Source: an optimization exercise on an open RTL-to-GDS flow (aim: small area). Production flows keep margins and buffers that such runs may drop. In this exercise RTL edits were held to simulation tests only and were not proved equivalent to the original. Power figures rest on the tool's default switching activity, not on a simulated workload.

// intensity_reflector_cluster_detect
module intensity_reflector_cluster_detect
(
    input  logic        clk,
    input  logic        rst_n,
    input  logic        cfg_we,
    input  logic [2:0]  cfg_index,
    input  logic [22:0] cfg_data,
    input  logic        beam_valid,
    output logic        beam_stall,
    input  logic [15:0] beam_intensity,
    input  logic [15:0] beam_range_mm,
    input  logic        beam_range_finite,
    input  logic        beam_last,
    output logic        result_valid,
    input  logic        result_stall,
    output logic [19:0] result_center_index_q8,
    output logic [11:0] result_peak_index,
    output logic [11:0] result_start_index,
    output logic [11:0] result_end_index,
    output logic [15:0] result_peak_intensity,
    output logic [15:0] result_center_range_mm
);
Size: roughly 20000 µm² of cells after synthesis.
clock: 9.0 ns
lec_check: 0
cap_margin: 20
core_margin: 2
core_utilization: 40
cts_buf_list: sky130_fd_sc_hd__clkbuf_8 sky130_fd_sc_hd__clkbuf_16
cts_cluster_diameter: 60
cts_cluster_size: 25
slew_margin: 20
standard.sh (not shown) runs the stock make flow with config.mk's settings and CLKGATE_MAP_FILE= SYNTH_SCRIPT=/design/flow/synth_recipe.tcl, a recipe that flattens the netlist after the stock synthesis.
==> flow/flow/run.sh <==
#!/bin/bash
# Own layout flow: the standard layout (standard.sh, unchanged synthesis
# and steps), with the port buffers made from the smallest buffer cell.
# Runs in the work folder; make's full output goes to flow_make.log there,
# and ORFS keeps each step's own log under orfs/logs.
set -uo pipefail
export BUFFER_PORTS_ARGS="-buffer_cell sky130_fd_sc_hd__buf_1"
bash standard.sh > flow_make.log 2>&1
Rerun with:
==> flow/run.sh (new file) <==
#!/bin/bash
# synth_recipe.tcl (not shown) runs the flow's synth.tcl, then flattens the netlist and writes it again
# the make line also repeats each setting of config.mk as NAME=value (left out here)
make -C /OpenROAD-flow-scripts/flow DESIGN_CONFIG=/design/flow/config.mk WORK_HOME=/design/flow/orfs CLKGATE_MAP_FILE= SYNTH_SCRIPT=/design/flow/synth_recipe.tcl finish
CTS_BUF_LIST = sky130_fd_sc_hd__clkbuf_16   (was sky130_fd_sc_hd__clkbuf_8 sky130_fd_sc_hd__clkbuf_16)
CTS_CLUSTER_DIAMETER = 100   (was 60)
CTS_CLUSTER_SIZE = 30   (was 25)
removed: flow/flow/run.sh
removed: flow/standard.sh
Outcome: Flip-flop and latch count is unchanged; via count fell by 1.6%; core utilization rose by 0.42 points; worst hold slack improved by 0.016 ns; global-route usage fell by 0.34 points; routed wire length barely changes; die area does not change; combinational power rose by about 7%.
Rerun with:
==> flow/flow/run.sh (new file) <==
#!/bin/bash
# Own layout flow: the standard layout (standard.sh, unchanged synthesis
# and steps), with the port buffers made from the smallest buffer cell.
# Runs in the work folder; make's full output goes to flow_make.log there,
# and ORFS keeps each step's own log under orfs/logs.
set -uo pipefail
export BUFFER_PORTS_ARGS="-buffer_cell sky130_fd_sc_hd__buf_1"
bash standard.sh > flow_make.log 2>&1
==> flow/standard.sh (new file) <==
#!/bin/bash
# synth_recipe.tcl (not shown) runs the flow's synth.tcl, then flattens the netlist and writes it again
# the make line also repeats each setting of config.mk as NAME=value (left out here)
make -C /OpenROAD-flow-scripts/flow DESIGN_CONFIG=/design/flow/config.mk WORK_HOME=/design/flow/orfs CLKGATE_MAP_FILE= SYNTH_SCRIPT=/design/flow/synth_recipe.tcl "${@:-finish}"
CTS_CLUSTER_DIAMETER = 80   (was 100)
CTS_CLUSTER_SIZE = 20   (was 30)
removed: flow/run.sh
Effect: Global-route usage hardly moves. Register-to-register slack barely changes. Flip-flop and latch count does not change. Synthesized cell count is unchanged. Cell count rises by 0.83%.

* * *

== the reference run ==
Another version of the RTL of intensity_reflector_cluster_detect (not shown whole).
Size: roughly 350 flip-flops, about 160 I/O pins, ~19000 µm² of cells after synthesis.
clock: 9.0 ns
lec_check: 0
cap_margin: 0
core_margin: 2
core_utilization: 65
cts_buf_list: sky130_fd_sc_hd__clkbuf_8
cts_cluster_diameter: 60
cts_cluster_size: 16
slew_margin: 0
==> flow/flow/run.sh <==
#!/bin/bash
# Own layout flow: the standard layout (standard.sh, unchanged synthesis
# and steps), with the port buffers made from the smallest buffer cell.
# Runs in the work folder; make's full output goes to flow_make.log there,
# and ORFS keeps each step's own log under orfs/logs.
set -uo pipefail
export BUFFER_PORTS_ARGS="-buffer_cell sky130_fd_sc_hd__buf_1"
bash standard.sh > flow_make.log 2>&1
diff inputs: the reference run => the trial run
Settings: swapping sky130_fd_sc_hd__clkbuf_8 for sky130_fd_sc_hd__clkbuf_16 in CTS_BUF_LIST; swapping 16 for 20 in CTS_CLUSTER_SIZE; swapping 60 for 80 in CTS_CLUSTER_DIAMETER.
### Flow results
The final design instance area without fill was comparable across the reference run and the trial run. Diff the reference run..the trial run | number of nets still failing antenna checks after routing | negligible. Compared with the reference run, the trial run shows a higher power density relative to cell area. Compared to the reference run, the router laid down more metal wire for the trial run. In terms of relative max-transition margin, the trial run and the reference run differ only marginally. [compare] base=the reference run new=the trial run: final total power rose by 0.000072 W, detailed-route DRC error count stayed essentially flat.

-- static timing again, ports no longer ideal --
The flow's constraints put no driver on any port. The routed layouts listed below were extracted and timed again, unchanged, in two steps.
Step 1, drivers: a clkbuf_16 drives clk and a buf_2 each remaining input, both assumed.
Step 2 adds t to the input delays and takes it off the output delays; t is the mean of the earliest and latest rising clock arrival at the registers after step 1. Input paths then give back, and output paths get back, about the clock's delay inside the block.
Slacks: ideal / step 1 / step 2; pairs: ideal / step 1.
run | t (ns) | slack for setup (ns) | hold slack, ns | latest minus earliest clock arrival (ns)
the first run of note 1 | 0.619 | 1.345 / 1.345 / 1.345 | 0.414 / 0.414 / 0.414 | 0.039 / 0.038
the second run of note 1 | 0.585 | 1.370 / 1.370 / 1.370 | 0.430 / 0.430 / 0.430 | 0.037 / 0.037
the third run of note 1 | 0.629 | 1.376 / 1.376 / 1.376 | 0.420 / 0.420 / 0.420 | 0.049 / 0.049
the reference run | 0.670 | 1.699 / 1.699 / 1.699 | 0.428 / 0.428 / 0.428 | 0.035 / 0.036
the trial run | 0.597 | 1.665 / 1.665 / 1.665 | 0.427 / 0.427 / 0.427 | 0.019 / 0.019
After both steps every run listed still meets setup and hold.
